From an optimization exercise on the open Yosys and OpenROAD flow, aimed at small area and few clock cycles per item; shortcuts taken in it are not production practice.
The RTL was checked by simulation tests, not by an equivalence proof against the original design.
No driver is modelled on the clock port, so clocking that relies on it looks cheaper here than on a real chip.
Power figures rest on the tool's default switching activity, not on a simulated workload.

Design dot_product_top, start of the top module:
module dot_product_top #(
    parameter int BANKS       = 4,
    parameter int LANES       = 8,
    parameter int X_ADDR_BITS = 6
) (
    input  logic                                  clk,
    input  logic                                  rst_n,
    input  logic                                  start_i,
    input  logic [dot_ctrl_pkg::CFG_W-1:0]        num_epochs_i,
    input  logic [dot_ctrl_pkg::CFG_W-1:0]        num_samples_i,
    input  logic [dot_ctrl_pkg::CFG_W-1:0]        dimension_i,
    input  logic [dot_ctrl_pkg::CFG_W-1:0]        num_bits_i,
    input  logic [BANKS*LANES-1:0]                a_data_i,
    input  logic                                  a_wr_en_i,
    output logic                                  a_almost_full_o,
    input  logic [7:0]                            x_wr_credit_i,
    input  logic                                  x_written_i,
    output logic                                  x_rd_en_o,
    output logic [X_ADDR_BITS-1:0]                x_rd_addr_o,
    input  logic [LANES*dot_data_pkg::LANE_W-1:0] x_rd_data_i,
    output logic [BANKS*dot_data_pkg::LANE_W-1:0] dot_o,           
    output logic                                  dot_valid_o,
    output logic                                  done_o
);
==> flow/config.mk <==
export PLATFORM = sky130hd
export DESIGN_NAME = dot_product_top
export DESIGN_NICKNAME = dot_product_top
export VERILOG_FILES = /design/flow/design.v
export SDC_FILE = /design/flow/constraint.sdc
export NUM_CORES = 4
export LEC_CHECK = 0
export CAP_MARGIN = 20
export CORE_MARGIN = 2
export CORE_UTILIZATION = 60
export GPL_TIMING_DRIVEN = 0
export SETUP_SLACK_MARGIN = 0.25
export SLEW_MARGIN = 20
==> flow/constraint.sdc <==
create_clock -name core_clock -period 5.0 [get_ports {clk}]
set_input_delay 1.0000 -clock core_clock [delete_from_list [all_inputs] [get_ports {clk}]]
set_output_delay 1.0000 -clock core_clock [all_outputs]
set_load 0.01 [all_outputs]
standard.sh (not shown) runs the stock make flow with config.mk's settings and CLKGATE_MAP_FILE= SYNTH_SCRIPT=/design/flow/synth_recipe.tcl, a recipe that flattens the netlist after the stock synthesis.
==> flow/flow/run.sh <==
#!/bin/bash
# The standard layout (standard.sh), with two changes to how it is made:
#  - synthesis is the standard flow's script with -noabc added to Yosys's synth command, so
#    the quick abc pass inside synth does not run before extract_fa; the full
#    adders are then found without inverters between them. Registers, their
#    names and cells are the standard synthesis's; abc still maps the rest.
#  - ports are buffered with the plain buf_1 cell (the resizer may size it up)
#    instead of the delay-buffer cell buffer_ports picks by itself;
#  - clock tree synthesis adds no dummy loads (same buffers and clustering as
#    the standard flow otherwise).
# Each step's full log is in orfs/logs/; make's own output goes to flow_make.log.
set -euo pipefail
work=$(pwd)
sed 's/yosys synth -nofsm -noshare /yosys synth -nofsm -noshare -noabc /' synth_recipe.tcl > flow_synth.tcl
grep -q -- '-noabc' flow_synth.tcl
sed "s|SYNTH_SCRIPT=[^ ]*synth_recipe.tcl|SYNTH_SCRIPT=$work/flow_synth.tcl|" standard.sh > flow_standard.sh
grep -q 'flow_synth.tcl' flow_standard.sh
export BUFFER_PORTS_ARGS="-buffer_cell sky130_fd_sc_hd__buf_1"
export CTS_ARGS="-sink_clustering_enable -repair_clock_nets -dont_use_dummy_load"
bash flow_standard.sh > flow_make.log 2>&1
The first run finished with setup timing left.
Testbench counts at the start, summed over its fixed seeds: cycles 17,588, planes 17,153.
Next try:
--- a/flow/flow/run.sh
+++ b/flow/flow/run.sh
@@ -8,4 +8,4 @@
 #    instead of the delay-buffer cell buffer_ports picks by itself;
-#  - clock tree synthesis adds no dummy loads (same buffers and clustering as
-#    the standard flow otherwise).
+#  - clock tree synthesis uses clkbuf_8 instead of clkbuf_16 and adds no dummy
+#    loads; the tree stays balanced as clock_tree_synthesis builds it.
 # Each step's full log is in orfs/logs/; make's own output goes to flow_make.log.
@@ -18,3 +18,3 @@
 export BUFFER_PORTS_ARGS="-buffer_cell sky130_fd_sc_hd__buf_1"
-export CTS_ARGS="-sink_clustering_enable -repair_clock_nets -dont_use_dummy_load"
+export CTS_ARGS="-sink_clustering_enable -repair_clock_nets -dont_use_dummy_load -buf_list sky130_fd_sc_hd__clkbuf_8"
 bash flow_standard.sh > flow_make.log 2>&1
- CORE_UTILIZATION: 60 -> 40
After rerunning:
- Now the flow passed the timing, DRC and antenna checks
- area after synthesis stays the same
- clock power went down by 10%
- total power goes up by about 1%
- wire length increases by 8.8%
- synthesized cell count stays the same
- cell count is higher by about 9%
- worst setup slack improved by 0.20 ns
- clock skew rises by 0.027 ns
- via count drops by 1.4%
Next try:
--- a/flow/flow/run.sh
+++ b/flow/flow/run.sh
@@ -8,4 +8,4 @@
 #    instead of the delay-buffer cell buffer_ports picks by itself;
-#  - clock tree synthesis uses clkbuf_8 instead of clkbuf_16 and adds no dummy
-#    loads; the tree stays balanced as clock_tree_synthesis builds it.
+#  - clock tree synthesis adds no dummy loads (same buffers and clustering as
+#    the standard flow otherwise).
 # Each step's full log is in orfs/logs/; make's own output goes to flow_make.log.
@@ -18,3 +18,3 @@
 export BUFFER_PORTS_ARGS="-buffer_cell sky130_fd_sc_hd__buf_1"
-export CTS_ARGS="-sink_clustering_enable -repair_clock_nets -dont_use_dummy_load -buf_list sky130_fd_sc_hd__clkbuf_8"
+export CTS_ARGS="-sink_clustering_enable -repair_clock_nets -dont_use_dummy_load"
 bash flow_standard.sh > flow_make.log 2>&1
=> Maximum frequency shrinks by 1.4%; total power grows by 0.60%; global-route usage shrinks by 0.13 points; area after synthesis stays the same; non-clock buffer count stays the same; cell area is about the same; combinational power hardly moves; clock power grows by about 12%.
Next try:
--- a/flow/flow/run.sh
+++ b/flow/flow/run.sh
@@ -8,4 +8,4 @@
 #    instead of the delay-buffer cell buffer_ports picks by itself;
-#  - clock tree synthesis adds no dummy loads (same buffers and clustering as
-#    the standard flow otherwise).
+#  - clock tree synthesis adds no dummy loads and clusters up to 30 sinks per
+#    leaf buffer (same buffer cells as the standard flow).
 # Each step's full log is in orfs/logs/; make's own output goes to flow_make.log.
@@ -18,3 +18,3 @@
 export BUFFER_PORTS_ARGS="-buffer_cell sky130_fd_sc_hd__buf_1"
-export CTS_ARGS="-sink_clustering_enable -repair_clock_nets -dont_use_dummy_load"
+export CTS_ARGS="-sink_clustering_enable -repair_clock_nets -dont_use_dummy_load -sink_clustering_size 30 -sink_clustering_max_diameter 100"
 bash flow_standard.sh > flow_make.log 2>&1
- SETUP_SLACK_MARGIN: 0.25 -> 0.15
Total power goes down by 4.8%.
Via count is lower by 0.75%.
Setup slack gains 0.064 ns.
Global-route usage came out lower by 0.25 points.
Cell area fell by 1.7%.
Utilization shrinks by 0.78 points.
Hold slack gains 0.0054 ns.
Clock-buffer cell count falls by 25.
Final cell count came out lower by 0.63%.
Clock power decreases by 35%.
Critical path depth falls by 11.
Next try:
==> flow/flow/run.sh (replaced) <==
#!/bin/bash
# The standard layout (standard.sh), with these changes to how it is made:
#  - synthesis is the standard flow's script with -noabc added to Yosys's synth command, so
#    the quick abc pass inside synth does not run before extract_fa; the full
#    adders are then found without inverters between them. The final abc
#    mapping runs ORFS's abc_speed.script up to &put (flow/abc_map.script),
#    without its buffering and sizing steps; the placer's repair sizes and
#    buffers instead. Registers, their names and cells are the standard
#    synthesis's.
#  - ports are buffered with the plain buf_1 cell (the resizer may size it up)
#    instead of the delay-buffer cell buffer_ports picks by itself;
#  - clock tree synthesis adds no dummy loads and clusters up to 22 sinks per
#    leaf buffer (same buffer cells as the standard flow).
# Each step's full log is in orfs/logs/; make's own output goes to flow_make.log.
set -euo pipefail
work=$(pwd)
{
  echo 'proc synth {args} { yosys synth -nofsm -noshare -noabc {*}$args }'
  echo 'proc abc {args} {'
  echo '  set i [lsearch -exact $args -script]'
  echo "  if {\$i >= 0} { lset args [expr {\$i + 1}] $work/flow/abc_map.script }"
  echo '  yosys abc {*}$args'
  echo '}'
  tail -n +2 synth_recipe.tcl
} > flow_synth.tcl
grep -q 'yosys synth -nofsm -noshare {\*}$args' synth_recipe.tcl
grep -q 'source $::env(SCRIPTS_DIR)/synth.tcl' flow_synth.tcl
sed "s|SYNTH_SCRIPT=[^ ]*synth_recipe.tcl|SYNTH_SCRIPT=$work/flow_synth.tcl|" standard.sh > flow_standard.sh
grep -q 'flow_synth.tcl' flow_standard.sh
export BUFFER_PORTS_ARGS="-buffer_cell sky130_fd_sc_hd__buf_1"
export CTS_ARGS="-sink_clustering_enable -repair_clock_nets -dont_use_dummy_load -sink_clustering_size 22 -sink_clustering_max_diameter 100"
bash flow_standard.sh > flow_make.log 2>&1
==> flow/flow/abc_map.script (new file) <==
&get -n
&st
&dch
&nf
&st
&syn2
&if -g -K 6
&synch2
&nf
&st
&syn2
&if -g -K 6
&synch2
&nf
&st
&syn2
&if -g -K 6
&synch2
&nf
&st
&syn2
&if -g -K 6
&synch2
&nf
&st
&syn2
&if -g -K 6
&synch2
&nf
&put
- SETUP_SLACK_MARGIN: 0.15 -> 0.1
Result: The changed run produced a clean layout. Worst setup slack improved by 0.031 ns. Utilization is higher by 1.0 points. Critical path depth climbs by 11. Wire length goes down by 20%. Cell count fell by 3.1%.
Next try:
- PLACE_DENSITY: default -> 0.75
Wire length went up by 1.3%.
First-iteration DRC count grows by 30%.
Register-to-register slack improved by 0.06 ns.
Count of clock-buffer cells in the layout is unchanged.
Setup slack got worse by 0.0037 ns.
Design area stays flat.
Fmax stays flat.
Via count climbs by 3.0%.

Setup of the baseline:
dot_product_top, a different RTL version from the one above (not shown whole).
Size: ~4700 cells after synthesis, roughly 420 flip-flops, about 570 I/O pins, roughly 48000 µm² of cells after synthesis.
==> flow/config.mk <==
export PLATFORM = sky130hd
export DESIGN_NAME = dot_product_top
export DESIGN_NICKNAME = dot_product_top
export VERILOG_FILES = /design/flow/design.v
export SDC_FILE = /design/flow/constraint.sdc
export NUM_CORES = 4
export LEC_CHECK = 0
export CAP_MARGIN = 20
export CORE_MARGIN = 2
export CORE_UTILIZATION = 40
export GPL_TIMING_DRIVEN = 0
export SETUP_SLACK_MARGIN = 0.2
export SLEW_MARGIN = 20
==> flow/constraint.sdc <==
create_clock -name core_clock -period 5.0 [get_ports {clk}]
set_input_delay 1.0000 -clock core_clock [delete_from_list [all_inputs] [get_ports {clk}]]
set_output_delay 1.0000 -clock core_clock [all_outputs]
set_load 0.01 [all_outputs]
==> flow/flow/run.sh <==
#!/bin/bash
# The standard layout (standard.sh), with these changes to how it is made:
#  - synthesis is the standard flow's script with -noabc added to Yosys's synth command, so
#    the quick abc pass inside synth does not run before extract_fa; the full
#    adders are then found without inverters between them. The final abc
#    mapping runs ORFS's abc_speed.script up to &put (flow/abc_map.script),
#    without its buffering and sizing steps; the placer's repair sizes and
#    buffers instead. Registers, their names and cells are the standard
#    synthesis's.
#  - ports are buffered with the plain buf_1 cell (the resizer may size it up)
#    instead of the delay-buffer cell buffer_ports picks by itself;
#  - clock tree synthesis adds no dummy loads and clusters up to 22 sinks per
#    leaf buffer (same buffer cells as the standard flow).
# Each step's full log is in orfs/logs/; make's own output goes to flow_make.log.
set -euo pipefail
work=$(pwd)
{
  echo 'proc synth {args} { yosys synth -nofsm -noshare -noabc {*}$args }'
  echo 'proc abc {args} {'
  echo '  set i [lsearch -exact $args -script]'
  echo "  if {\$i >= 0} { lset args [expr {\$i + 1}] $work/flow/abc_map.script }"
  echo '  yosys abc {*}$args'
  echo '}'
  tail -n +2 synth_recipe.tcl
} > flow_synth.tcl
grep -q 'yosys synth -nofsm -noshare {\*}$args' synth_recipe.tcl
grep -q 'source $::env(SCRIPTS_DIR)/synth.tcl' flow_synth.tcl
sed "s|SYNTH_SCRIPT=[^ ]*synth_recipe.tcl|SYNTH_SCRIPT=$work/flow_synth.tcl|" standard.sh > flow_standard.sh
grep -q 'flow_synth.tcl' flow_standard.sh
export BUFFER_PORTS_ARGS="-buffer_cell sky130_fd_sc_hd__buf_1"
export CTS_ARGS="-sink_clustering_enable -repair_clock_nets -dont_use_dummy_load -sink_clustering_size 22 -sink_clustering_max_diameter 100"
bash flow_standard.sh > flow_make.log 2>&1
==> flow/flow/abc_map.script <==
&get -n
&st
&dch
&nf
&st
&syn2
&if -g -K 6
&synch2
&nf
&st
&syn2
&if -g -K 6
&synch2
&nf
&st
&syn2
&if -g -K 6
&synch2
&nf
&st
&syn2
&if -g -K 6
&synch2
&nf
&st
&syn2
&if -g -K 6
&synch2
&nf
&put
Testbench counts of the baseline, summed over its fixed seeds: cycles 17,588, planes 17,153.
Setup changes, the baseline to the candidate
diff --git a/flow/config.mk b/flow/config.mk
--- a/flow/config.mk
+++ b/flow/config.mk
@@ -11,3 +11,3 @@
 export GPL_TIMING_DRIVEN = 0
-export SETUP_SLACK_MARGIN = 0.2
+export SETUP_SLACK_MARGIN = 0.1
 export SLEW_MARGIN = 20
==> comparison <==
The baseline reached the end of the flow, and the finished layout is clean on the timing, DRC and antenna checks.
Per the final summary, the candidate finished and its layout is clean on timing, DRC and antenna.
Relative to the baseline, share of the clock period used by the worst path after layout has increased by 3.7 points in the candidate.
First-iteration DRC count: the baseline and the candidate compared, higher one is the candidate
Comparing the baseline with the candidate, the post-layout instance area came out essentially unchanged.
In the metrics for the baseline and the candidate, the one carrying the lower final worst slack is the candidate.
In terms of worst hold-check slack, the candidate and the baseline differ only marginally.
The baseline → the candidate: DRC violations left now sits at about the same level, leftover overflow at the end of global routing level.

== run 1 ==
dot_product_top, a different RTL version from the one above (not shown whole).
Size in the first run: about 5100 cells after synthesis, roughly 440 flip-flops, about 570 I/O pins, about 51000 um2 of cells after synthesis.
Settings: LEC_CHECK=0, CAP_MARGIN=20, CORE_MARGIN=2, CORE_UTILIZATION=40, GPL_TIMING_DRIVEN=0, SETUP_SLACK_MARGIN=0.1, SLEW_MARGIN=20; clock period 5.0 ns.
==> flow/flow/run.sh <==
#!/bin/bash
# The standard layout (standard.sh), with two changes to how it is made:
#  - synthesis is the standard flow's script with -noabc added to Yosys's synth command, so
#    the quick abc pass inside synth does not run before extract_fa; the full
#    adders are then found without inverters between them. Registers, their
#    names and cells are the standard synthesis's; abc still maps the rest.
#  - ports are buffered with the plain buf_1 cell (the resizer may size it up)
#    instead of the delay-buffer cell buffer_ports picks by itself.
# Each step's full log is in orfs/logs/; make's own output goes to flow_make.log.
set -euo pipefail
work=$(pwd)
sed 's/yosys synth -nofsm -noshare /yosys synth -nofsm -noshare -noabc /' synth_recipe.tcl > flow_synth.tcl
grep -q -- '-noabc' flow_synth.tcl
sed "s|SYNTH_SCRIPT=[^ ]*synth_recipe.tcl|SYNTH_SCRIPT=$work/flow_synth.tcl|" standard.sh > flow_standard.sh
grep -q 'flow_synth.tcl' flow_standard.sh
export BUFFER_PORTS_ARGS="-buffer_cell sky130_fd_sc_hd__buf_1"
bash flow_standard.sh > flow_make.log 2>&1
Testbench counts of run 1, summed over its fixed seeds: cycles 17,588, planes 17,153.
Here is what was changed in the inputs of run 2 compared with run 1.
- swapping 0.1 for 0.15 in SETUP_SLACK_MARGIN
--- a/flow/flow/run.sh
+++ b/flow/flow/run.sh
@@ -7,3 +7,5 @@
 #  - ports are buffered with the plain buf_1 cell (the resizer may size it up)
-#    instead of the delay-buffer cell buffer_ports picks by itself.
+#    instead of the delay-buffer cell buffer_ports picks by itself;
+#  - clock tree synthesis adds no dummy loads and clusters up to 22 sinks per
+#    leaf buffer (same buffer cells as the standard flow).
 # Each step's full log is in orfs/logs/; make's own output goes to flow_make.log.
@@ -16,2 +18,3 @@
 export BUFFER_PORTS_ARGS="-buffer_cell sky130_fd_sc_hd__buf_1"
+export CTS_ARGS="-sink_clustering_enable -repair_clock_nets -dont_use_dummy_load -sink_clustering_size 22 -sink_clustering_max_diameter 100"
 bash flow_standard.sh > flow_make.log 2>&1
==> comparison <==
- Run 2 against run 1; peak ir drop on the vdd network is down by a little under 10%.
- [compare] base=run 1 new=run 2: fraction of the mapped netlist area in compound gates essentially unchanged, met3 track demand over resource in global routing decreased 0.73 points.
- In run 2 relative to run 1, number of filler cells placed in the layout had gone up slightly.
- The final reports for run 2 and run 1 show routed wire length lower in the former.
- Against run 1, worst slew margin relative to its limit in run 2 came out better.
- Final setup slack of the worst path: lower on run 1
- Clock network power share: run 2 < run 1
- Between run 1 and run 2, the count of distinct cell types in the synthesized netlist figures differ only marginally.
- The wire length of the first global-routing pass of run 2 was superior to that of run 1.
## Diff of input files: run 3 against run 2
- swapping 0.15 for 0.25 in SETUP_SLACK_MARGIN
--- a/flow/flow/run.sh
+++ b/flow/flow/run.sh
@@ -8,4 +8,4 @@
 #    instead of the delay-buffer cell buffer_ports picks by itself;
-#  - clock tree synthesis adds no dummy loads and clusters up to 22 sinks per
-#    leaf buffer (same buffer cells as the standard flow).
+#  - clock tree synthesis uses clkbuf_8 instead of clkbuf_16 and adds no dummy
+#    loads; the tree stays balanced as clock_tree_synthesis builds it.
 # Each step's full log is in orfs/logs/; make's own output goes to flow_make.log.
@@ -18,3 +18,3 @@
 export BUFFER_PORTS_ARGS="-buffer_cell sky130_fd_sc_hd__buf_1"
-export CTS_ARGS="-sink_clustering_enable -repair_clock_nets -dont_use_dummy_load -sink_clustering_size 22 -sink_clustering_max_diameter 100"
+export CTS_ARGS="-sink_clustering_enable -repair_clock_nets -dont_use_dummy_load -buf_list sky130_fd_sc_hd__clkbuf_8"
 bash flow_standard.sh > flow_make.log 2>&1
[summary]
Taking run 2 as the reference, in run 3 worst setup slack up 0.016 ns, wire length of the first global-routing pass moved up, ratio of final minimum period to clock period saw a decrease, routed length on met3 now sits higher.
The fmax in run 3 was higher than what run 2 gave.
Taking run 2 as the reference, in run 3 clock power share up 2.2 points; final instance area up about 0.9%; met2 usage down 0.26 points.

## separate check: timing with driven ports
The flow's constraints put no driver on any port. The routed layouts listed below were extracted and timed again, unchanged, in two steps.
Step 1 assumes that a clkbuf_16 drives the clock port and a buf_2 every other input.
Step 2 times the ports against the registers' clock, not the clock port: input delays grow and output delays shrink by t, the midpoint of the rising clock arrivals with the driver on.
Slacks: ideal ports / drivers / drivers and shift; pairs: ideal ports / drivers.
run | t, ns | slack for setup (ns) | worst setup path after step 2
the first run of note 1 | 0.659 | -0.009 / -0.009 / -0.411 | input to register
the second run of note 1 | 0.718 | 0.186 / 0.186 / -0.406 | input to register
the third run of note 1 | 0.653 | 0.117 / 0.117 / -0.362 | input to register
the fourth run of note 1 | 0.653 | 0.182 / 0.185 / -0.447 | input to register
the fifth run of note 1 | 0.664 | 0.212 / 0.212 / -0.349 | input to register
the sixth run of note 1 | 0.659 | 0.208 / 0.252 / -0.407 | input to register
the baseline | 0.665 | 0.306 / 0.306 / -0.185 | input to register
the candidate | 0.668 | 0.122 / 0.170 / -0.498 | input to register
run 1 | 0.645 | 0.088 / 0.127 / -0.518 | input to register
run 2 | 0.637 | 0.208 / 0.253 / -0.384 | input to register
run 3 | 0.711 | 0.225 / 0.262 / -0.449 | input to register
With both steps, setup timing fails in 10 of these runs, where it was met with ideal ports. The setup slack of run 3, which loses most, moves by +0.037 ns with the drivers and by -0.674 ns with both steps.
